This design comes from an exercise in tuning for small area, a short achievable clock period and few clock cycles per item on the open sky130 flow, not from production work. The RTL was checked by simulation tests, not by an equivalence proof against the original design. Power and IR drop assume default switching activity.

<file path="run.sh">
#!/bin/bash
# synth_recipe.tcl (not shown) runs the flow's synth.tcl, then flattens the netlist and writes it again
# the make line also repeats each setting of config.mk as NAME=value (left out here)
make -C /OpenROAD-flow-scripts/flow DESIGN_CONFIG=/design/flow/config.mk WORK_HOME=/design/flow/orfs CLKGATE_MAP_FILE= SYNTH_SCRIPT=/design/flow/synth_recipe.tcl finish
</file>
<file path="config.mk">
export PLATFORM = sky130hd
export DESIGN_NAME = key_led_fade_table
export DESIGN_NICKNAME = key_led_fade_table
export VERILOG_FILES = /design/flow/design.v
export SDC_FILE = /design/flow/constraint.sdc
export NUM_CORES = 4
export LEC_CHECK = 0
export CAP_MARGIN = 40
export CORE_MARGIN = 2
export CORE_UTILIZATION = 55
export SETUP_SLACK_MARGIN = 4.5
export SLEW_MARGIN = 30
</file>
<file path="constraint.sdc">
create_clock -name core_clock -period 8.0 [get_ports {i_clk}]
set_input_delay 1.6000 -clock core_clock [delete_from_list [all_inputs] [get_ports {i_clk}]]
set_output_delay 1.6000 -clock core_clock [all_outputs]
set_load 0.01 [all_outputs]
</file>
<file path="design.v">
package kfade_pkg;
    localparam int ENTRIES = 32;
    localparam int IDX_W   = (ENTRIES > 1) ? $clog2(ENTRIES) : 1;
    localparam int CNT_W   = $clog2(ENTRIES + 1);
    localparam int QDEPTH  = 2;
    localparam int QPTR_W  = 1;
    localparam int QCNT_W  = 2;
    localparam int IN_TDATA_W  = 40;
    localparam int OUT_TDATA_W = 24;
    localparam int ITEM_W      = 41;    
    localparam logic ACT_SET  = 1'b0;
    localparam logic ACT_TICK = 1'b1;
    localparam logic KIND_ANSWER = 1'b0;
    localparam logic KIND_UPDATE = 1'b1;
    localparam logic [7:0]  LEVEL_OFF   = 8'h00;
    localparam logic [15:0] ELAPSED_MAX = 16'hFFFF;
    typedef struct packed {
        logic        action;
        logic [7:0]  key;
        logic [7:0]  intensity;
        logic [7:0]  decrement;
        logic [15:0] step_ticks;
    } t_item;
    typedef struct packed {
        logic       kind;
        logic       accepted;
        logic [7:0] led_key;
        logic [7:0] led_intensity;
        logic       last;
    } t_result;
    typedef struct packed {
        logic [CNT_W-1:0] used;
        logic             busy;
    } t_stat;
endpackage
module kfade_front (
    input  logic                          i_clk,
    input  logic                          i_rst_n,
    input  logic                          i_valid,
    output logic                          o_ready,
    input  logic [kfade_pkg::IN_TDATA_W-1:0] i_data,
    input  logic                          i_user,
    output logic                          o_q_valid,
    output kfade_pkg::t_item              o_q_item,
    input  logic                          i_q_pop
);
    logic [kfade_pkg::ITEM_W-1:0]  r_head;
    logic                          r_head_v;
    logic [kfade_pkg::ITEM_W-1:0]  w_item;
    logic                          w_push;
    assign w_item    = {i_user, i_data[7:0], i_data[15:8], i_data[23:16], i_data[39:24]};
    assign o_ready   = !r_head_v || i_q_pop;
    assign o_q_valid = r_head_v;
    assign o_q_item  = r_head;
    assign w_push    = i_valid && o_ready;
    always_ff @(posedge i_clk) begin
        if (!i_rst_n) begin
            r_head_v <= 1'b0;
        end else if (o_ready) begin
            r_head_v <= i_valid;
        end
    end
    always_ff @(posedge i_clk) begin
        if (w_push) begin
            r_head <= w_item;
        end
    end
endmodule
module kfade_back (
    input  logic                 i_clk,
    input  logic                 i_rst_n,
    input  logic                 i_q_valid,
    input  kfade_pkg::t_item     i_q_item,
    output logic                 o_q_pop,
    input  logic                 i_emit_ok,      
    output logic                 o_emit,
    output kfade_pkg::t_result   o_word
);
    localparam int N = kfade_pkg::ENTRIES;
    logic [7:0]   r_key  [N];
    logic [7:0]   r_level[N];
    logic [7:0]   r_dec  [N];
    logic [15:0]  r_rel  [N];
    logic [15:0]  r_due  [N];
    logic [N-1:0] r_active;
    logic [N-1:0] r_used;
    logic [N-1:0] r_dn;             
    logic [N-1:0] r_rf;             
    logic [15:0]  r_tnum;           
    logic [N-1:0] r_fire;           
    logic         r_drain;          
    logic [N-1:0] r_wsel;           
    logic [N-1:0] r_wss;            
    logic [N-1:0] r_wsf;            
    logic [N-1:0] r_wsfl;           
    logic         r_wset;           
    logic [7:0]   r_wkey;
    logic [7:0]   r_wlvl;
    logic         r_wact;           
    logic [7:0]   r_wdec;
    logic [15:0]  r_wrel;           
    logic [15:0]  w_wrel;           
    function automatic logic [N-1:0] first_one(input logic [N-1:0] v);
        logic [N-1:0] below;
        below = v;
        for (int s = 1; s < N; s = s * 2) begin
            below = below | (below << s);
        end
        first_one = v & ~(below << 1);
    endfunction
    function automatic logic [N-1:0] last_one(input logic [N-1:0] v);
        logic [N-1:0] above;
        above = v;
        for (int s = 1; s < N; s = s * 2) begin
            above = above | (above >> s);
        end
        last_one = v & ~(above >> 1);
    endfunction
    logic [7:0]   w_new_lvl;
    logic         w_new_act, w_new_lnz;
    logic [15:0]  w_new_due;
    logic         w_new_rf;
    assign w_new_lvl = r_wset ? r_wlvl
                     : ((r_wlvl <= r_wdec) ? kfade_pkg::LEVEL_OFF : r_wlvl - r_wdec);
    assign w_new_act = r_wact;
    assign w_new_lnz = r_wset ? (r_wlvl != kfade_pkg::LEVEL_OFF) : (r_wlvl > r_wdec);
    assign w_new_due = r_tnum + (r_wset ? 16'd0 : r_wrel);
    assign w_wrel    = r_wset ? ((r_wrel == 16'd0) ? 16'd0 : r_wrel - 16'd1) : r_wrel;
    assign w_new_rf  = w_new_lnz && (r_wrel[15:1] == 15'd0) && (r_wset || !r_wrel[0]);
    kfade_pkg::t_item w_it;
    assign w_it = i_q_item;
    logic [N-1:0] w_used, w_act, w_match, w_inact, w_app, w_pick;
    logic [N-1:0] w_due_now, w_sel, w_first, w_rest;
    logic         w_any_match, w_any_inact, w_accept, w_last, w_hit, w_wkey_eq;
    logic [7:0]   m_key, m_lvl, m_dec;
    logic [15:0]  m_rel;
    logic [7:0]   o_key, o_lvl, o_dec;
    logic         o_lnz;
    logic [N-1:0] w_lnz;
    logic [15:0]  o_rel;
    assign w_wkey_eq = (r_wkey == w_it.key);
    always_comb begin
        for (int i = 0; i < N; i++) begin
            w_used[i]    = r_used[i] || r_wss[i];
            w_act[i]     = r_wss[i] || (r_wsf[i] ? w_new_act : r_active[i]);
            w_match[i]   = w_used[i] && (r_wss[i] ? w_wkey_eq
                                                               : (r_key[i] == w_it.key));
            w_inact[i]   = w_used[i] && !w_act[i];
            w_app[i]     = !w_used[i] && ((i == 0) ? 1'b1 : w_used[i-1]);
            w_lnz[i]     = (r_level[i] != kfade_pkg::LEVEL_OFF);
            w_due_now[i] = r_wss[i] || (r_wsfl[i] && r_rf[i]) || (!r_wsf[i] && r_dn[i]);
        end
    end
    assign w_any_match = |w_match;
    assign w_any_inact = |w_inact;
    assign w_pick      = w_any_match ? first_one(w_match)
                       : w_any_inact ? last_one(w_inact) : w_app;
    assign w_accept    = w_any_match || w_any_inact || !w_used[N-1];
    logic do_item, do_set, do_tick, do_fire, w_fire_en, w_any;
    assign do_item   = !r_drain && i_q_valid && i_emit_ok;
    assign do_set    = do_item && (w_it.action == kfade_pkg::ACT_SET);
    assign do_tick   = do_item && (w_it.action == kfade_pkg::ACT_TICK);
    assign w_fire_en = r_drain ? i_emit_ok : do_tick;
    assign o_q_pop   = do_item;
    assign w_sel   = r_fire | w_due_now;
    assign w_first = first_one(w_sel);
    assign w_rest  = w_sel & ~w_first;
    assign w_last  = (w_rest == '0);
    assign w_any   = (w_sel != '0);
    assign w_hit   = |(w_first & r_wsel);
    assign r_wsel  = r_wss | r_wsf;
    assign do_fire = w_fire_en && w_any;
    always_comb begin
        m_key = '0;
        m_lvl = '0;
        m_dec = '0;
        m_rel = '0;
        for (int i = 0; i < N; i++) begin
            m_key = m_key | (r_key[i]   & {8{w_first[i]}});
            m_lvl = m_lvl | (r_level[i] & {8{w_first[i]}});
            m_dec = m_dec | (r_dec[i]   & {8{w_first[i]}});
            m_rel = m_rel | (r_rel[i]   & {16{w_first[i]}});
        end
    end
    assign o_key = w_hit ? r_wkey    : m_key;
    assign o_lvl = w_hit ? w_new_lvl : m_lvl;
    assign o_lnz = w_hit ? w_new_lnz : |(w_first & w_lnz);
    assign o_dec = w_hit ? r_wdec    : m_dec;
    assign o_rel = w_hit ? w_wrel    : m_rel;
    assign o_emit               = do_set || do_fire;
    assign o_word.kind          = !do_set;
    assign o_word.accepted      = do_set && w_accept;
    assign o_word.led_key       = do_set ? 8'd0 : o_key;
    assign o_word.led_intensity = do_set ? kfade_pkg::LEVEL_OFF : o_lvl;
    assign o_word.last          = do_set || w_last;
    logic [15:0] w_tnum_next;
    logic        w_weq_next;
    assign w_tnum_next = r_tnum + {15'd0, do_tick};
    assign w_weq_next  = r_wset ? !do_tick : (r_wrel == {15'd0, do_tick});
    logic        w_drain_next;
    assign w_drain_next = w_fire_en ? !w_last : r_drain;
    always_ff @(posedge i_clk) begin
        for (int i = 0; i < N; i++) begin
            if (!i_rst_n) begin
                r_dn[i] <= 1'b0;
            end else if (r_wsel[i]) begin
                r_dn[i] <= w_new_act && w_weq_next && !w_drain_next;
            end else begin
                r_dn[i] <= r_active[i] && (r_due[i] == w_tnum_next) && !w_drain_next;
            end
        end
    end
    always_ff @(posedge i_clk) begin
        if (!i_rst_n) begin
            r_tnum   <= '0;
            r_drain  <= 1'b0;
            r_fire   <= '0;
            r_wss    <= '0;
            r_wsf    <= '0;
            r_wsfl   <= '0;
            r_active <= '0;
            r_used   <= '0;
        end else begin
            r_tnum <= w_tnum_next;
            r_drain <= w_drain_next;
            if (w_fire_en) begin
                r_fire  <= w_rest;
            end
            r_wss <= (do_set && w_accept) ? w_pick : '0;
            r_wsf  <= w_fire_en ? w_first : '0;
            r_wsfl <= (w_fire_en && w_last) ? w_first : '0;
            for (int i = 0; i < N; i++) begin
                if (r_wsel[i]) begin
                    r_active[i] <= w_new_act;
                    r_used[i]   <= 1'b1;
                end
            end
        end
    end
    always_ff @(posedge i_clk) begin
        if (do_set) begin
            r_wset <= 1'b1;
            r_wkey <= w_it.key;
            r_wlvl <= w_it.intensity;
            r_wact <= 1'b1;
            r_wdec <= w_it.decrement;
            r_wrel <= w_it.step_ticks;
        end else begin
            r_wset <= 1'b0;
            r_wkey <= o_key;
            r_wlvl <= o_lvl;
            r_wact <= o_lnz;
            r_wdec <= o_dec;
            r_wrel <= o_rel;
        end
        for (int i = 0; i < N; i++) begin
            if (r_wsel[i]) begin
                r_level[i] <= w_new_lvl;
                r_due[i]   <= w_new_due;
                r_rf[i]    <= w_new_rf;
                if (r_wss[i]) begin
                    r_key[i] <= r_wkey;
                    r_dec[i] <= r_wdec;
                    r_rel[i] <= w_wrel;
                end
            end
        end
    end
endmodule
module key_led_fade_table (
    input  logic                                i_clk,
    input  logic                                i_rst_n,
    input  logic                                s_axis_tvalid,
    output logic                                s_axis_tready,
    input  logic [kfade_pkg::IN_TDATA_W-1:0]    s_axis_tdata,    
    input  logic                                s_axis_tuser,    
    output logic                                m_axis_tvalid,
    input  logic                                m_axis_tready,
    output logic [kfade_pkg::OUT_TDATA_W-1:0]   m_axis_tdata,    
    output logic                                m_axis_tuser,    
    output logic                                m_axis_tlast     
);
    logic                 w_q_valid;
    logic                 w_q_pop;
    kfade_pkg::t_item     w_q_item;
    logic                 w_emit;
    kfade_pkg::t_result   w_word;
    kfade_pkg::t_result   r_oreg, r_head, r_skid;
    logic                 r_oreg_v, r_head_v, r_skid_v;
    logic                 w_head_free;
    kfade_front u_front (
        .i_clk     (i_clk),
        .i_rst_n   (i_rst_n),
        .i_valid   (s_axis_tvalid),
        .o_ready   (s_axis_tready),
        .i_data    (s_axis_tdata),
        .i_user    (s_axis_tuser),
        .o_q_valid (w_q_valid),
        .o_q_item  (w_q_item),
        .i_q_pop   (w_q_pop)
    );
    kfade_back u_back (
        .i_clk     (i_clk),
        .i_rst_n   (i_rst_n),
        .i_q_valid (w_q_valid),
        .i_q_item  (w_q_item),
        .o_q_pop   (w_q_pop),
        .i_emit_ok (!r_skid_v),
        .o_emit    (w_emit),
        .o_word    (w_word)
    );
    assign w_head_free = !r_head_v || m_axis_tready;
    always_ff @(posedge i_clk) begin
        if (!i_rst_n) begin
            r_oreg_v <= 1'b0;
            r_head_v <= 1'b0;
            r_skid_v <= 1'b0;
        end else begin
            if (w_head_free) begin
                r_head_v <= r_skid_v || r_oreg_v;
                r_skid_v <= r_skid_v && r_oreg_v;
                r_oreg_v <= w_emit;
            end else if (!r_skid_v) begin
                r_skid_v <= r_oreg_v;
                r_oreg_v <= w_emit;
            end
        end
    end
    always_ff @(posedge i_clk) begin
        if (!r_skid_v) begin
            r_oreg <= w_word;
        end
        if (w_head_free) begin
            r_head <= r_skid_v ? r_skid : r_oreg;
        end
        if (w_head_free ? r_skid_v : !r_skid_v) begin
            r_skid <= r_oreg;
        end
    end
    assign m_axis_tvalid = r_head_v;
    assign m_axis_tdata = {7'b0, r_head.led_intensity, r_head.led_key, r_head.accepted};
    assign m_axis_tuser = r_head.kind;
    assign m_axis_tlast = r_head.last;
endmodule
</file>
==> results.py, run 1 <==
metrics = {
    "run_status": {
        "status": "finished clean",
    },
    "yosys": {
        "synth_edf_count": 1930,
        "synth_top_area_share": 0.6385,
        "synthTopCellsByArea": "edfxtp_1 64%, dfxtp_1 6.1%, xor2_1 4.6%",
        "ys_types": 90,
        "postSynthAreaPerCell_um2": 14.25,
        "synthCells": 6368,
        "yosysSeqAreaShare": 0.6998,
        "yosysTopAreaCell": "edfxtp_1",
        "async_flop_share": 0,
        "ys_ff_latch": 2208,
        "ys_warn_count": 8,
        "synth-main-ff-cell": "edfxtp_1",
        "syn-cell-area_um2": 90770,
    },
    "setup_path": {
        "reg2reg_to": "r_oreg[15]",
        "worstPathCellList": "a21o_1 -> or3_4 -> nor4_4 -> buf_6 -> buf_6 -> nand4_1 -> buf_6 -> nor3_4 -> a222oi_1 -> nand4_1 -> buf_6 -> or2_4 -> buf_6 -> buf_12 -> nor4bb_4 -> nor3_2",
        "max_stage_delay_ps": 800,
        "worstSetupPathType": "reg2reg",
        "crit_fanout": 6,
        "worstPathRequired_ps": 8590,
        "critPathTopFamily": "simple AND/OR/NAND/NOR gates",
        "regToRegStartpoint": "u_back.r_rf[1]",
        "cp_num_buf_inv": 6,
        "r2r_cells": 16,
        "path_common_cell": "buf_6",
        "crit_slowest_cell": "a222oi_1",
        "worst-endpoint-arrival_ps": 4540,
        "r2r_setup_slack_ps": 4050,
        "end_kind": "flip-flop",
        "crit_path_start_kind": "flip-flop",
    },
    "route": {
        "firstDrtPassIters": 10,
        "drc": 0,
        "wirelength_mm": 325.0,
        "wl_per_cell_um": 34.78,
        "vias_per_cell": 6.719,
        "vias": 62798,
        "ant_nets": 0,
        "drt-initial-drc-count": 10385,
    },
    "timing": {
        "rsz0062_at_grt": "true",
        "period_needed_ps": 3950,
        "tightest_slew_ps": 1101,
        "slew_headroom": 0.2657,
        "hold_viol_final": 0,
        "maxSlewViolCount": 0,
        "postLayoutSetupSlackWorst_ps": 4050,
        "fin_crit_sh": 0.4938,
        "fmax_ghz": 0.2531,
        "finClkSkew_ps": 57.22,
        "setup_viol": 0,
        "finalSetupTns_ps": 0,
    },
    "placed_design": {
        "portBuffers": 65,
        "place_congestion": 0.9499,
        "place_hpwl_mm": 182.7,
        "preCtsSetupSlack_ps": 2767,
    },
    "min_path": {
        "worstHoldPathCells": 0,
        "min_from": "r_oreg[8]",
        "hold_end": "r_skid[8]",
        "min_path_type": "reg2reg",
    },
    "pwr": {
        "p_leak_nw": 38.05,
        "peakVddDrop_v": 0.0002390,
        "power_density_nw_per_um2": 218.8,
    },
    "clocking": {
        "cts_tree": "yes",
        "clk_latency_ps": 890,
        "clk_pin_slew_ps": 60,
        "clk_path_buf_depth": 3,
        "cts_buffers": 221,
        "h-tree-depth": 4,
        "cts.hold.buffers_added": 0,
        "cts.sinks": 2208,
        "cts-root-buf": "clkbuf_16",
    },
    "floorplan": {
        "boundaryPins": 73,
        "die_y_um": 410.3,
        "std_cell_rows": 149,
        "die_x_um": 410.3,
        "core_um2": 164400,
        "start_util": 0.5520,
        "dieArea_um2": 168300,
    },
    "finish": {
        "layout-drive-gt1-share": 0.2233,
        "syn_to_final_growth_pct": 23.82,
        "fin_nets": 7031,
    },
    "run": {
        "cap_violations": 0,
    },
    "global_route": {
        "grt.overflow.total": 0,
        "grt_pass1_wl_mm": 436.7,
        "grt_pass1_vias": 57431,
        "grt_max_degree": 70,
        "antenna_found_initial": 13,
        "grt_usage": 0.3667,
    },
}
## layout make-up
type / count / area (um2)
Clock inverter: 137 / 1292
Inverter: 103 / 390.4
Fill cell: 11374 / 52040
Tap cell: 2189 / 2739
Timing Repair Buffer: 739 / 9334
Clock buffer: 280 / 5904
Sequential cell: 2208 / 63630
Antenna cell: 6 / 15.01
Multi-Input combinational cell: 3684 / 29090
## routing by layer
layer	global-route usage	wire length, um
met5	0	79
met3	0.09437	40780
met4	0.1360	14710
met2	0.5223	138400
met1	0.5433	131000
## through the flow
stage / power, W / hold WS (ps) / cell area, um2 / instances / utilization
final: 0.02460 / 451.8 / 112400 / 9346 / 0.6835
after global routing: 0.02515 / 466.3 / 112400 / 9340 / 0.6834
after floorplan: 0.01360 / 417.6 / 90930 / 6374 / -
after detailed placement: 0.01422 / 436.3 / 95310 / 8479 / 0.5796
after CTS: 0.02454 / 450.6 / 109300 / 9189 / 0.6648
after global placement: 0.01420 / 429.7 / 95140 / 8472 / 0.5786
## sequential cells by signal, indices dropped and copies added, names as in the netlist, 41 cells and up
register and count:
u_back.r_dec 256, u_back.r_due 512, u_front.r_head 41, u_back.r_level 256, u_back.r_key 256, u_back.r_rel 512
## worst max-delay path by stage
stage	cells after the start	slack [ps]	end	from
after floorplan	6	4310	u_back.r_rel[0][9]	u_back.r_wrel[4]
after global placement	10	2490	r_oreg[7]	u_back.r_wss[2]
after detailed placement	13	2770	u_back.r_wsfl[11]	u_back.r_wss[3]
after CTS	14	4260	u_back.r_wsfl[23]	u_back.r_rf[1]
after global routing	15	4040	u_back.r_dn[31]	u_back.r_rf[1]
final	16	4050	r_oreg[15]	u_back.r_rf[1]
## repair_timing
action                     4_1_cts  5_1_grt
gates cloned                    63       33
setup endpoints to repair      854      479
gates resized for setup        676      291
setup buffers                  230      117
pin swaps                      165      152
## cells in the final DEF, fill, tap and decap left out, types with 34 or more instances in the layout
cell             instances
dfxtp_1                232
clkinv_1                44
a221oi_1                34
nor2b_1                 62
a21oi_1                107
xnor2_1                314
o31a_1                  35
a21boi_0                53
and3_1                  34
nor2_1                 218
buf_6                   79
clkbuf_16              250
a222oi_1               118
edfxtp_1              1930
nand2_1                397
o21ai_0                 87
nor4_4                  35
xor2_1                 465
a22o_1                  42
a221o_1                 34
clkbuf_1                46
nor3_1                  76
nor2_4                  42
nand3_1                124
a22oi_1                193
buf_12                 106
inv_1                   88
nand4_1                176
bufbuf_16               38
clkinv_2                53
buf_4                  381
nor4_1                 163
clkdlybuf4s50_1         62
## worst reg2reg max path, stage by stage (launching register included)
cell and delay [ps]:
edfxtp_1 340, a21o_1 220, or3_4 270, nor4_4 70, buf_6 150, buf_6 130, nand4_1 100, buf_6 170
nor3_4 60, a222oi_1 800, nand4_1 230, buf_6 190, or2_4 250, buf_6 150, buf_12 150, nor4bb_4 340
nor3_2 80
## kinds of logic (layout without fill, tap and decap cells)
logic type,count (synthesis),after routing,share of synthesized area
flops,2208,2208,0.6998
simple gates,1652,1656,0.09554
compound gates,1131,1131,0.09487
xor+xnor,806,806,0.07777
buf+inv,486,1259,0.02149
mux,53,53,0.006134
fa+ha+maj,31,31,0.004383
other cells,1,13,0.00004131
## power breakdown
part / internal (W) / switching, W
logic: 0.000420 / 0.000997
registers: 0.0128 / 0.0000584
clock network: 0.00581 / 0.00452
total: 0.0190 / 0.00558
## synth_stat cells (all sizes together), types with 103 or more instances
master / count
edfxtp: 1930
xor2: 475
nand2: 411
xnor2: 331
clkbuf: 280
dfxtp: 278
nor2: 277
nor4: 229
a22oi: 204
nand4: 177
nand3: 152
o21ai: 141
a21oi: 134
nor3: 121
a222oi: 118
buf: 103
inv: 103
Testbench counts, summed over its fixed seeds: cycles 10,762, items 4,800.
==> run 2: changes to the inputs <==
--- a/config.mk
+++ b/config.mk
@@ -8,5 +8,8 @@
 export CAP_MARGIN = 40
 export CORE_MARGIN = 2
-export CORE_UTILIZATION = 55
-export SETUP_SLACK_MARGIN = 4.5
+export CORE_UTILIZATION = 45
+export CTS_BUF_LIST = sky130_fd_sc_hd__clkbuf_8
+export CTS_CLUSTER_DIAMETER = 80
+export CTS_CLUSTER_SIZE = 14
+export SETUP_SLACK_MARGIN = 4.2
 export SLEW_MARGIN = 30
==> results.py, run 2 <==
metrics = {
    "run_status": {
        "status": "finished clean",
    },
    "setup_path": {
        "worst-endpoint-arrival_ps": 4870,
        "crit_fanout": 18,
        "r2r_cells": 14,
        "regToRegStartpoint": "u_back.r_rf[2]",
        "worstSetupPathType": "reg2reg",
        "end_kind": "flip-flop",
        "max_stage_delay_ps": 420,
        "worstPathRequired_ps": 8920,
        "reg2reg_to": "u_back.r_wsfl[29]",
        "critPathTopFamily": "simple AND/OR/NAND/NOR gates",
        "crit_path_start_kind": "flip-flop",
        "cp_num_buf_inv": 4,
        "crit_slowest_cell": "or3_4",
        "worstPathCellList": "a21o_1 -> or3_4 -> buf_12 -> maj3_1 -> o21ai_0 -> a21oi_1 -> nor4_2 -> nand4_1 -> buf_6 -> or3_4 -> or2_4 -> buf_12 -> buf_16 -> nor4_4",
        "r2r_setup_slack_ps": 4050,
    },
    "yosys": {
        "synth_edf_count": 1930,
        "synth_commonest_cells": "1930 x edfxtp_1, 475 x xor2_1, 411 x nand2_1",
        "synthCells": 6368,
        "yosysSeqAreaShare": 0.6998,
        "synth_top_area_share": 0.6385,
        "synth-main-ff-cell": "edfxtp_1",
        "synthTopCellsByArea": "edfxtp_1 64%, dfxtp_1 6.1%, xor2_1 4.6%",
        "ys_types": 90,
        "ys_ff_latch": 2208,
        "yosysTopAreaCell": "edfxtp_1",
        "postSynthAreaPerCell_um2": 14.25,
        "syn-cell-area_um2": 90770,
        "async_flop_share": 0,
        "ys_warn_count": 8,
        "yosysMostFrequentCell": "edfxtp_1",
    },
    "finish": {
        "syn_to_final_growth_pct": 13.93,
        "final_cell_mix": "1930 x edfxtp_1, 465 x xor2_1, 402 x nand2_1",
        "fin_nets": 6754,
        "fillers": 16694,
        "layout-drive-gt1-share": 0.1532,
        "largestRegisters": "u_back.r_due x512, u_back.r_rel x512",
        "final_common_cell": "edfxtp_1",
    },
    "timing": {
        "period_needed_ps": 3953,
        "fin_crit_sh": 0.4941,
        "tightest_slew_ps": 1023,
        "slew_headroom": 0.3180,
        "rsz0062_at_grt": "true",
        "finClkSkew_ps": 74.33,
        "postLayoutSetupSlackWorst_ps": 4047,
        "maxSlewViolCount": 0,
        "fmax_ghz": 0.2530,
        "finalSetupTns_ps": 0,
        "hold_viol_final": 0,
        "setup_viol": 0,
    },
    "floorplan": {
        "die_y_um": 453.1,
        "core_um2": 200100,
        "std_cell_rows": 164,
        "die_x_um": 453.1,
        "start_util": 0.4537,
        "dieArea_um2": 205300,
        "boundaryPins": 73,
    },
    "placed_design": {
        "place_hpwl_mm": 183.4,
        "portBuffers": 65,
        "place_congestion": 0.9724,
        "preCtsSetupSlack_ps": 2587,
    },
    "clocking": {
        "cts.hold.buffers_added": 0,
        "cts_tree": "yes",
        "clk_pin_slew_ps": 100,
        "clk_path_buf_depth": 3,
        "cts_buffers": 177,
        "h-tree-depth": 4,
        "cts-root-buf": "clkbuf_8",
        "clk_latency_ps": 1020,
        "cts.sinks": 2208,
    },
    "min_path": {
        "hold_end": "r_skid[8]",
        "min_from": "r_oreg[8]",
        "worstHoldPathCells": 0,
        "min_path_type": "reg2reg",
    },
    "pwr": {
        "swShare": 0.2387,
        "p_sw_w": 0.004765,
        "power_density_nw_per_um2": 193.0,
        "peakVddDrop_v": 0.0001248,
        "p_leak_nw": 34.07,
        "clockPowerShare": 0.294,
        "p_int_w": 0.01520,
        "p_seq_frac": 0.642,
        "comb_power_share": 0.063,
    },
    "route": {
        "wirelength_mm": 297.3,
        "drt-initial-drc-count": 8792,
        "vias": 59491,
        "ant_nets": 0,
        "drc": 0,
        "vias_per_cell": 6.276,
        "wl_per_cell_um": 31.37,
        "firstDrtPassIters": 7,
    },
    "global_route": {
        "grt.overflow.total": 0,
        "antenna_found_initial": 13,
        "grt_util_met1": 0.4098,
        "grt_pass1_wl_mm": 413.0,
        "grt_util_met3": 0.05593,
        "grt_max_degree": 70,
        "grt_pass1_vias": 55471,
        "grt_usage": 0.2801,
        "top_usage_layer": "met2",
        "grtUsageMet2": 0.4175,
    },
    "run": {
        "cap_violations": 0,
    },
}
[run 2: cell counts after synthesis]
No cell type changed its count.
[run 2: kinds of logic (layout without fill, tap and decap cells)]
kind of cell,after synthesis,after routing,share of synthesized area
flops,2208,2208,0.6998
simple gates,1652,1656,0.09554
compound gates,1131,1132,0.09487
xor+xnor,806,806,0.07777
buf+inv,486,922,0.02149
mux,53,53,0.006134
fa+ha+maj,31,31,0.004383
other cells,1,15,0.00004131
[run 2: worst reg2reg max path: stages, from the launching register on]
cell      delay (ps)
edfxtp_1         400
a21o_1           220
or3_4            420
buf_12           180
maj3_1           340
o21ai_0          330
a21oi_1          280
nor4_2           320
nand4_1          130
buf_6            170
or3_4            330
or2_4            290
buf_12           160
buf_16           180
nor4_4           130
[run 2: layer usage]
metal / vias up / wire (um)
met3: 479 / 30310
met2: 3374 / 131600
met1: 30408 / 124700
met4: 4 / 10700
met5: - / 32
li1: 25226 / -
[run 2: cell type report]
cell class                 count  area (um2)  area share
sequential                  2208       63600      0.6150
multi-input combinational   3685       27600      0.2669
timing repair buffer         505        5445     0.05265
tap                         2656        3323     0.03213
clock buffer                 178        2450     0.02369
clock inverter               136       584.3    0.005650
inverter                     103       392.9    0.003799
antenna                        8       20.02   0.0001936
[run 2: what timing repair did]
item                                    CTS  global route
resized for setup                       308           209
pin swaps                                57            46
endpoints found under the setup margin  611           378
cloned                                   18            12
buffers inserted                        100            72
[run 2: power groups by stage]
stage	Clock [W]	Combinational, W	Sequential, W
2_1_floorplan	0	0.000497	0.0131
3_3_place_gp	0	0.00110	0.0131
3_5_place_dp	0	0.00114	0.0131
4_1_cts	0.00597	0.00120	0.0128
5_1_grt	0.00637	0.00133	0.0128
6_report	0.00587	0.00127	0.0128
[run 2: worst max path at each step]
stage,end,slack [ps],depth (start not counted),startpoint
after floorplan,u_back.r_rel[0][11],4200,8,u_back.r_wrel[4]
after global placement,u_back.r_wdec[7],2050,8,u_back.r_wss[1]
after detailed placement,u_back.r_wdec[2],2590,9,u_back.r_rf[1]
after CTS,u_back.r_wsfl[11],4160,14,u_back.r_rf[15]
after global routing,u_back.r_wsfl[9],4020,13,u_back.r_wsf[0]
final,u_back.r_wsfl[29],4050,14,u_back.r_rf[2]
[run 2: per-stage QoR]
step / cell area [um2] / instances / utilization / power, W / hold WS (ps)
3_5_place_dp: 95980 / 8950 / 0.4798 / 0.01423 / 437.6
3_3_place_gp: 95680 / 8934 / 0.4782 / 0.01419 / 433.5
5_1_grt: 103400 / 9475 / 0.5169 / 0.02053 / 455.2
6_report: 103400 / 9479 / 0.5169 / 0.01996 / 442.9
2_1_floorplan: 90870 / 6374 / - / 0.01360 / 417.6
4_1_cts: 101600 / 9382 / 0.5078 / 0.02000 / 450.9
==> run 3: changes to the inputs <==
--- a/config.mk
+++ b/config.mk
@@ -6,5 +6,5 @@
 export NUM_CORES = 4
 export LEC_CHECK = 0
-export CAP_MARGIN = 40
+export CAP_MARGIN = 30
 export CORE_MARGIN = 2
 export CORE_UTILIZATION = 45
@@ -13,3 +13,3 @@
 export CTS_CLUSTER_SIZE = 14
 export SETUP_SLACK_MARGIN = 4.2
-export SLEW_MARGIN = 30
+export SLEW_MARGIN = 25
==> results.py, run 3 <==
metrics = {
    "route": {
        "vias": 59457,
        "vias_per_cell": 6.252,
        "wirelength_mm": 299.0,
        "firstDrtPassIters": 9,
        "ant_nets": 0,
        "wl_per_cell_um": 31.44,
        "drc": 0,
        "drt-initial-drc-count": 9234,
    },
    "timing": {
        "maxSlewViolCount": 0,
        "setup_viol": 0,
        "fin_crit_sh": 0.4915,
        "hold_viol_final": 0,
        "slew_headroom": 0.2351,
        "period_needed_ps": 3932,
        "rsz0062_at_grt": "true",
        "finClkSkew_ps": 53.49,
        "finalSetupTns_ps": 0,
        "tightest_slew_ps": 1147,
        "fmax_ghz": 0.2543,
    },
    "clocking": {
        "clk_path_buf_depth": 3,
        "cts-root-buf": "clkbuf_8",
        "cts.hold.buffers_added": 0,
        "cts.sinks": 2208,
        "clk_latency_ps": 1040,
        "clk_pin_slew_ps": 90,
        "h-tree-depth": 4,
        "cts_tree": "yes",
        "cts_buffers": 177,
    },
    "pwr": {
        "comb_power_share": 0.064,
        "finalPower_w": 0.02008,
        "peakVddDrop_v": 0.0001231,
        "p_sw_w": 0.004816,
        "power_density_nw_per_um2": 192.9,
        "swShare": 0.2399,
        "p_leak_nw": 34.50,
        "p_seq_frac": 0.639,
        "p_int_w": 0.01526,
        "clockPowerShare": 0.298,
    },
    "global_route": {
        "grt.overflow.total": 0,
        "antenna_found_initial": 9,
        "grt_usage": 0.2799,
        "grt_pass1_wl_mm": 413.0,
        "grt_max_degree": 70,
        "grt_pass1_vias": 55603,
    },
    "floorplan": {
        "die_x_um": 453.1,
        "start_util": 0.4537,
        "core_um2": 200100,
        "dieArea_um2": 205300,
        "boundaryPins": 73,
        "die_y_um": 453.1,
        "std_cell_rows": 164,
    },
    "yosys": {
        "yosysMostFrequentCell": "edfxtp_1",
        "syn-cell-area_um2": 90770,
        "synthTopCellsByArea": "edfxtp_1 64%, dfxtp_1 6.1%, xor2_1 4.6%",
        "yosysSeqAreaShare": 0.6998,
        "ys_ff_latch": 2208,
        "synth_top_area_share": 0.6385,
        "synthCells": 6368,
        "yosysTopAreaCell": "edfxtp_1",
        "ys_warn_count": 8,
        "ys_types": 90,
        "synth_edf_count": 1930,
        "synth-main-ff-cell": "edfxtp_1",
        "postSynthAreaPerCell_um2": 14.25,
        "synth_commonest_cells": "1930 x edfxtp_1, 475 x xor2_1, 411 x nand2_1",
        "async_flop_share": 0,
    },
    "min_path": {
        "min_path_type": "reg2reg",
        "worstHoldPathCells": 0,
    },
    "setup_path": {
        "crit_fanout": 12,
        "r2r_cells": 14,
        "r2r_setup_slack_ps": 4070,
        "crit_path_start_kind": "flip-flop",
        "worst-endpoint-arrival_ps": 4710,
        "worstSetupPathType": "reg2reg",
        "worstPathRequired_ps": 8780,
        "end_kind": "flip-flop",
    },
    "finish": {
        "layout-drive-gt1-share": 0.1565,
        "final_cell_mix": "1930 x edfxtp_1, 465 x xor2_1, 400 x nand2_1",
        "final_common_cell": "edfxtp_1",
        "syn_to_final_growth_pct": 14.67,
        "largestRegisters": "u_back.r_due x512, u_back.r_rel x512",
        "fin_nets": 6786,
    },
    "placed_design": {
        "portBuffers": 65,
        "place_hpwl_mm": 183.3,
        "place_congestion": 0.9724,
    },
    "run": {
        "cap_violations": 0,
    },
    "run_status": {
        "status": "finished clean",
    },
}
==> run 3: per-layer routing <==
layer,GRT usage,vias up,wire (um)
met5,0,-,26
met3,0.05357,432,30550
met1,0.4121,30397,126100
met2,0.4152,3344,131500
li1,-,25280,-
met4,0.09536,4,10760
==> run 3: what timing repair did <==
action                     4_1_cts  5_1_grt
gates cloned                    15       17
pin swaps                       55       67
resized for setup              322      211
hold endpoints to repair         0        0
setup buffers                  103      105
setup endpoints to repair      543      465
==> run 3: layout make-up <==
cell class              instances  area, um2
flip-flops and latches       2208      63610
diodes                          4      10.01
clock inverters               138      649.4
fillers                     16652      95980
repair buffers                538       6013
inverters                     103      392.9
well taps                    2656       3323
clock buffers                 179       2464
multi-input cells            3684      27630
==> run 3: kinds of logic after synthesis <==
kind of cell               after synthesis  synth area share
other                                    1        0.00004131
DFF                                   2208            0.6998
buffers and inverters                  486           0.02149
xor gates and xnor gates               806           0.07777
muxes                                   53          0.006134
adders and majority gates               31          0.004383
and+or+nand+nor                       1652           0.09554
AOI/OAI and AO/OA                     1131           0.09487
==> run 3: power groups by stage <==
stage | sequential, W | combinational [W] | clock, W
2_1_floorplan | 0.0131 | 0.000497 | 0
3_3_place_gp | 0.0131 | 0.00110 | 0
3_5_place_dp | 0.0131 | 0.00113 | 0
4_1_cts | 0.0128 | 0.00119 | 0.00607
5_1_grt | 0.0128 | 0.00134 | 0.00645
6_report | 0.0128 | 0.00128 | 0.00598
==> run 3: through the flow <==
| step | cells | hold slack, ps | cell area (um2) | worst slack (ps) | util |
|---|---|---|---|---|---|
| CTS | 9381 | 459.8 | 101800 | 4172 | 0.5088 |
| floorplan | 6374 | 417.6 | 90870 | 4201 | - |
| global route | 9507 | 471.7 | 104100 | 4023 | 0.5202 |
| detailed placement | 8946 | 437.6 | 95980 | 2376 | 0.4797 |
| finish | 9510 | 455.2 | 104100 | 4068 | 0.5203 |
| global placement | 8934 | 433.5 | 95680 | 2052 | 0.4782 |
==> run 3: final timing paths <==
kind                                     start    endpoint
worst min register to register      r_oreg[18]  r_skid[18]
worst max register to register  u_back.r_rf[2]   r_oreg[3]
worst max-delay path            u_back.r_rf[2]   r_oreg[3]
worst min-delay path                r_oreg[18]  r_skid[18]
==> run 3: worst max-delay path: stages, from the launching register on <==
cell,delay [ps]
edfxtp_1,420
a21o_1,230
or3_4,410
buf_12,160
nor3_2,420
nand2_1,320
nor4_2,530
nor4_2,150
nand4_1,140
buf_6,150
buf_4,120
nor2_4,60
buf_4,160
clkbuf_16,170
o211a_1,230
==> run 4: changes to the inputs <==
--- a/config.mk
+++ b/config.mk
@@ -12,4 +12,4 @@
 export CTS_CLUSTER_DIAMETER = 80
 export CTS_CLUSTER_SIZE = 14
-export SETUP_SLACK_MARGIN = 4.2
+export SETUP_SLACK_MARGIN = 4.0
 export SLEW_MARGIN = 25
==> results.py, run 4 <==
metrics = {
    "run_status": {
        "status": "finished clean",
    },
    "yosys": {
        "ys_types": 90,
        "synth_top_area_share": 0.6385,
        "syn-cell-area_um2": 90770,
        "synthCells": 6368,
        "yosysTopAreaCell": "edfxtp_1",
        "yosysMostFrequentCell": "edfxtp_1",
        "ys_ff_latch": 2208,
        "yosysSeqAreaShare": 0.6998,
        "postSynthAreaPerCell_um2": 14.25,
        "synthTopCellsByArea": "edfxtp_1 64%, dfxtp_1 6.1%, xor2_1 4.6%",
        "synth_edf_count": 1930,
        "synth-main-ff-cell": "edfxtp_1",
        "async_flop_share": 0,
        "synth_commonest_cells": "1930 x edfxtp_1, 475 x xor2_1, 411 x nand2_1",
        "ys_warn_count": 8,
    },
    "pwr": {
        "finalPower_w": 0.01989,
        "peakVddDrop_v": 0.0001295,
        "p_leak_nw": 33.43,
        "power_density_nw_per_um2": 195.2,
    },
    "timing": {
        "setup_viol": 0,
        "maxSlewViolCount": 0,
        "finalSetupTns_ps": 0,
        "fin_crit_sh": 0.5125,
        "tightest_slew_ps": 1148,
        "slew_headroom": 0.2344,
        "period_needed_ps": 4100,
        "holdWs_ps": 453.0,
        "finClkSkew_ps": 69.99,
        "rsz0062_at_grt": "true",
        "hold_viol_final": 0,
        "fmax_ghz": 0.2439,
    },
    "floorplan": {
        "die_y_um": 453.1,
        "std_cell_rows": 164,
        "start_util": 0.4537,
        "dieArea_um2": 205300,
        "boundaryPins": 73,
        "die_x_um": 453.1,
        "core_um2": 200100,
    },
    "finish": {
        "fin_cells": 9404,
        "syn_to_final_growth_pct": 12.23,
        "fin_nets": 6698,
        "largestRegisters": "u_back.r_due x512, u_back.r_rel x512",
        "layout-drive-gt1-share": 0.1361,
        "final_cell_mix": "1930 x edfxtp_1, 465 x xor2_1, 404 x nand2_1",
        "stdcell_area_um2": 101900,
        "final_common_cell": "edfxtp_1",
    },
    "clocking": {
        "h-tree-depth": 4,
        "clk_pin_slew_ps": 100,
        "cts.hold.buffers_added": 0,
        "clk_latency_ps": 1020,
        "cts-root-buf": "clkbuf_8",
        "cts.sinks": 2208,
        "clk_path_buf_depth": 3,
        "cts_tree": "yes",
        "cts_buffers": 176,
    },
    "route": {
        "firstDrtPassIters": 9,
        "drc": 0,
        "wirelength_mm": 288.1,
        "wl_per_cell_um": 30.64,
        "vias": 58604,
        "drt-initial-drc-count": 8420,
        "ant_nets": 0,
        "vias_per_cell": 6.232,
    },
    "setup_path": {
        "worst-endpoint-arrival_ps": 5020,
        "path_common_cell": "buf_4",
        "max_stage_delay_ps": 450,
        "crit_path_start_kind": "flip-flop",
        "worstSetupPathType": "reg2reg",
        "worstPathCellList": "a211oi_2 -> o21a_2 -> nand4_4 -> buf_4 -> nor4_4 -> a31oi_1 -> a2111oi_2 -> buf_4 -> o2111ai_2 -> or3_4 -> or2_4 -> buf_8 -> nor3b_2",
        "crit_slowest_cell": "or3_4",
        "crit_fanout": 23,
        "worstPathRequired_ps": 8920,
        "end_kind": "flip-flop",
    },
    "global_route": {
        "grt_pass1_vias": 55457,
        "grt.overflow.total": 0,
        "grt_pass1_wl_mm": 404.3,
        "grt_usage": 0.2719,
        "grt_max_degree": 63,
        "antenna_found_initial": 10,
    },
    "placed_design": {
        "place_congestion": 0.9708,
        "dpl_cell_area_um2": 95920,
        "place_hpwl_mm": 183.4,
        "portBuffers": 65,
        "dp.cells": 8951,
    },
    "run": {
        "cap_violations": 0,
    },
    "min_path": {
        "min_path_type": "reg2reg",
    },
}
[run 4: cell types whose count changed in the layout (fill, tap and decap cells not counted), sizes merged, moves of 2 or more]
cell    before  now
or2         11    9
inv        232  215
nor2       277  279
bufbuf      11    5
buf        441  368
clkbuf     201  190
[run 4: final timing paths]
kind	startpoint	to	slack, ps	cells after the start
max	u_back.r_rf[3]	u_back.r_wsfl[11]	3900	13
min	r_oreg[6]	r_skid[6]	450	0
max reg2reg	u_back.r_rf[3]	u_back.r_wsfl[11]	3900	13
min reg2reg	r_oreg[6]	r_skid[6]	450	0
[run 4: metrics by stage]
| step | setup slack (ps) | utilization |
|---|---|---|
| finish | 3900 | 0.5092 |
| global route | 3826 | 0.5092 |
| CTS | 3957 | 0.5020 |
| detailed placement | 2682 | 0.4795 |
| global placement | 2676 | 0.4784 |
| floorplan | 4024 | - |
[run 4: area by class of cell]
class	count	area (um2)
Inverter	103	390.4
Fill cell	16956	98190
Tap cell	2656	3323
Multi-Input combinational cell	3684	27080
Antenna cell	3	7.507
Timing Repair Buffer	451	4492
Clock inverter	122	568.0
Clock buffer	177	2436
Sequential cell	2208	63580
[run 4: repair_timing]
action	4_1_cts	5_1_grt
buffers inserted	73	63
cloned	6	7
resized for setup	185	161
pin swaps	37	36
endpoints found under the hold margin	0	0
endpoints found under the setup margin	453	414
[run 4: critical path: cells and delay by family (launching register included)]
| kind | cells | cell delay (ps) |
|---|---|---|
| buf+inv | 3 | 650 |
| simple gates | 5 | 1590 |
| flops | 1 | 410 |
| compound gates | 5 | 1290 |
[run 4: power breakdown]
part	internal, W	switching, W
Combinational	0.000316	0.000897
Sequential	0.0128	0.0000543
Clock	0.00208	0.00377
[run 4: kinds of logic (layout without fill, tap and decap cells)]
family,after synthesis,count (layout),synth area share
multiplexers,53,53,0.006134
flip-flops,2208,2208,0.6998
AND/OR/NAND/NOR,1652,1656,0.09554
AO/OA/AOI/OAI,1131,1131,0.09487
XOR/XNOR,806,806,0.07777
buffers and inverters,486,853,0.02149
other,1,10,0.00004131
adder cells (fa/ha/maj),31,31,0.004383
[run 4: layer usage]
layer / vias up / routed length [um] / track usage / share of wire
met5: - / 20 / 0 / 0.000069
met4: 2 / 10150 / 0.08771 / 0.035
met3: 421 / 30220 / 0.05153 / 0.10
met2: 3281 / 125700 / 0.3998 / 0.44
met1: 29836 / 122000 / 0.4059 / 0.42
li1: 25064 / - / - / -
==> run 5: changes to the inputs <==
--- a/config.mk
+++ b/config.mk
@@ -6,5 +6,5 @@
 export NUM_CORES = 4
 export LEC_CHECK = 0
-export CAP_MARGIN = 30
+export CAP_MARGIN = 40
 export CORE_MARGIN = 2
 export CORE_UTILIZATION = 45
@@ -12,4 +12,4 @@
 export CTS_CLUSTER_DIAMETER = 80
 export CTS_CLUSTER_SIZE = 14
-export SETUP_SLACK_MARGIN = 4.0
-export SLEW_MARGIN = 25
+export SETUP_SLACK_MARGIN = 4.4
+export SLEW_MARGIN = 30
==> results.py, run 5 <==
metrics = {
    "min_path": {
        "min_from": "r_oreg[18]",
        "worstHoldPathCells": 0,
        "min_path_type": "reg2reg",
        "hold_end": "r_skid[18]",
    },
    "timing": {
        "fin_crit_sh": 0.4873,
        "maxSlewViolCount": 0,
        "finClkSkew_ps": 52.38,
        "tightest_slew_ps": 1076,
        "period_needed_ps": 3898,
        "rsz0062_at_grt": "true",
        "fmax_ghz": 0.2565,
        "finalSetupTns_ps": 0,
        "hold_viol_final": 0,
        "setup_viol": 0,
        "slew_headroom": 0.2828,
    },
    "placed_design": {
        "place_hpwl_mm": 186.0,
        "place_congestion": 0.9449,
        "portBuffers": 65,
    },
    "floorplan": {
        "boundaryPins": 73,
        "die_y_um": 453.1,
        "dieArea_um2": 205300,
        "core_um2": 200100,
        "std_cell_rows": 164,
        "die_x_um": 453.1,
        "start_util": 0.4537,
    },
    "finish": {
        "final_cell_mix": "1930 x edfxtp_1, 465 x xor2_1, 400 x nand2_1",
        "final_common_cell": "edfxtp_1",
        "fin_util": 0.5368,
        "fin_nets": 6922,
        "syn_to_final_growth_pct": 18.31,
        "layout-drive-gt1-share": 0.1907,
        "largestRegisters": "u_back.r_due x512, u_back.r_rel x512",
    },
    "setup_path": {
        "r2r_cells": 12,
        "crit_fanout": 32,
        "max_stage_delay_ps": 560,
        "worstPathCellList": "a211oi_2 -> o21ai_2 -> or4_4 -> nor4_4 -> a31oi_4 -> a2111oi_4 -> o2111ai_2 -> buf_4 -> nor4_4 -> a22oi_2 -> buf_12 -> a21oi_1",
        "path_common_cell": "nor4_4",
        "crit_slowest_cell": "or4_4",
        "regToRegStartpoint": "u_back.r_rf[16]",
        "cp_num_buf_inv": 2,
        "crit_path_start_kind": "flip-flop",
        "worstSetupPathType": "reg2reg",
        "reg2reg_to": "u_back.r_dn[5]",
        "r2r_setup_slack_ps": 4100,
        "critPathTopFamily": "compound AO/OA/AOI/OAI gates",
        "end_kind": "flip-flop",
        "worstPathRequired_ps": 8910,
        "worst-endpoint-arrival_ps": 4800,
    },
    "clocking": {
        "h-tree-depth": 4,
        "cts_tree": "yes",
        "cts.sinks": 2208,
        "cts_buffers": 178,
        "clk_pin_slew_ps": 110,
        "cts-root-buf": "clkbuf_8",
        "clk_latency_ps": 1020,
        "clk_path_buf_depth": 3,
    },
    "global_route": {
        "grt_usage": 0.2935,
        "grt_pass1_wl_mm": 430.9,
        "grt.overflow.total": 0,
        "antenna_found_initial": 17,
        "grt_pass1_vias": 57413,
        "grt_max_degree": 68,
    },
    "yosys": {
        "synth_edf_count": 1930,
        "ys_ff_latch": 2208,
        "synth_top_area_share": 0.6385,
        "ys_warn_count": 8,
        "synth_commonest_cells": "1930 x edfxtp_1, 475 x xor2_1, 411 x nand2_1",
        "yosysMostFrequentCell": "edfxtp_1",
        "synthCells": 6368,
        "ys_types": 90,
        "yosysSeqAreaShare": 0.6998,
        "synth-main-ff-cell": "edfxtp_1",
        "yosysTopAreaCell": "edfxtp_1",
        "postSynthAreaPerCell_um2": 14.25,
        "syn-cell-area_um2": 90770,
        "synthTopCellsByArea": "edfxtp_1 64%, dfxtp_1 6.1%, xor2_1 4.6%",
        "async_flop_share": 0,
    },
    "route": {
        "vias_per_cell": 6.340,
        "wirelength_mm": 314.4,
        "firstDrtPassIters": 9,
        "ant_nets": 0,
        "vias": 61154,
        "drt-initial-drc-count": 9323,
        "wl_per_cell_um": 32.60,
        "drc": 0,
    },
    "pwr": {
        "peakVddDrop_v": 0.0001594,
        "p_leak_nw": 35.97,
        "power_density_nw_per_um2": 188.1,
    },
    "run": {
        "cap_violations": 0,
    },
    "run_status": {
        "status": "finished clean",
    },
}
run 5: per-layer routing:
layer,track usage,vias to the layer above,share of wire
met4,0.1204,6,0.050
li1,-,25572,-
met1,0.4227,31207,0.41
met3,0.05797,606,0.11
met5,0,-,0.00010
met2,0.4353,3763,0.44
run 5: worst max-delay path by stage:
stage / start / to / slack, ps / cells after the start
after floorplan: u_back.r_wrel[8] / u_back.r_rel[0][5] / 4330 / 9
after global placement: u_back.r_rf[2] / u_back.r_wsfl[11] / 2170 / 12
after detailed placement: u_back.r_rf[2] / u_back.r_wsfl[11] / 2320 / 12
after CTS: u_back.r_rf[1] / u_back.r_wsfl[11] / 4260 / 13
after global routing: u_back.r_rf[17] / u_back.r_dn[2] / 4060 / 12
final: u_back.r_rf[16] / u_back.r_dn[5] / 4100 / 12
run 5: cells by family (layout without fill, tap and decap cells):
kind of cell / count (synthesis) / count (layout) / share of synthesized area
AND/OR/NAND/NOR: 1652 / 1654 / 0.09554
multiplexers: 53 / 53 / 0.006134
XOR/XNOR: 806 / 806 / 0.07777
other: 1 / 13 / 0.00004131
flip-flops: 2208 / 2208 / 0.6998
adder cells (fa/ha/maj): 31 / 31 / 0.004383
AO/OA/AOI/OAI: 1131 / 1131 / 0.09487
buffers and inverters: 486 / 1093 / 0.02149
run 5: power by group:
group / internal, W / switching [W]
clock: 0.00218 / 0.00381
combinational: 0.000414 / 0.000972
sequential: 0.0128 / 0.0000609
total: 0.0154 / 0.00485
run 5: layout make-up:
type / count / area (um2)
Tap cell: 2656 / 3323
Clock buffer: 183 / 2519
Antenna cell: 6 / 15.01
Fill cell: 16177 / 92670
Multi-Input combinational cell: 3682 / 28510
Timing Repair Buffer: 675 / 8419
Inverter: 103 / 395.4
Clock inverter: 132 / 596.8
Sequential cell: 2208 / 63620
run 5: stage by stage:
step                worst slack [ps]  area (um2)  instances  hold slack (ps)  total power (W)
floorplan                       4335       90910       6374            417.6          0.01360
detailed placement              2323       95970       8954            431.7          0.01422
finish                          4102      107400       9645            461.7          0.02020
global route                    4056      107400       9640            471.7          0.02072
global placement                2175       95740       8941            432.1          0.01418
CTS                             4257      104300       9492            456.1          0.02015
run 5: timing repair:
item,CTS,global route
setup endpoints to repair,651,371
hold buffers,0,0
gates resized for setup,509,312
pin swaps,99,154
hold endpoints to repair,0,0
gates cloned,52,21
setup buffers,171,124

## port drivers added, routing unchanged
In the flow no input, the clock included, has a driving cell. The finished layouts below were timed again as built, in two steps.
Step 1, drivers: a clkbuf_16 drives i_clk and a buf_2 each remaining input, both assumed.
Step 2 also shifts input and output timing later by t, the mid clock arrival at the registers, as if the neighbouring blocks saw the same clock.
Three values: no drivers, after step 1, after step 2; two values: the first two.
run | t, ns | slack for setup (ns) | worst hold slack (ns) | worst setup path after step 2 | worst slew at a driven data input, ns
run 1 | 0.943 | 4.050 / 4.050 / 4.050 | 0.452 / 0.452 / 0.452 | register to register | 0.07
run 2 | 1.069 | 4.047 / 4.047 / 4.047 | 0.443 / 0.443 / 0.443 | register to register | 0.06
run 3 | 1.097 | 4.068 / 4.068 / 4.068 | 0.455 / 0.455 / 0.455 | register to register | 0.05
run 4 | 1.062 | 3.900 / 3.900 / 3.900 | 0.453 / 0.453 / 0.453 | register to register | 0.11
run 5 | 1.072 | 4.102 / 4.102 / 4.102 | 0.462 / 0.462 / 0.462 | register to register | 0.06
After both steps setup and hold are still met in every run listed.
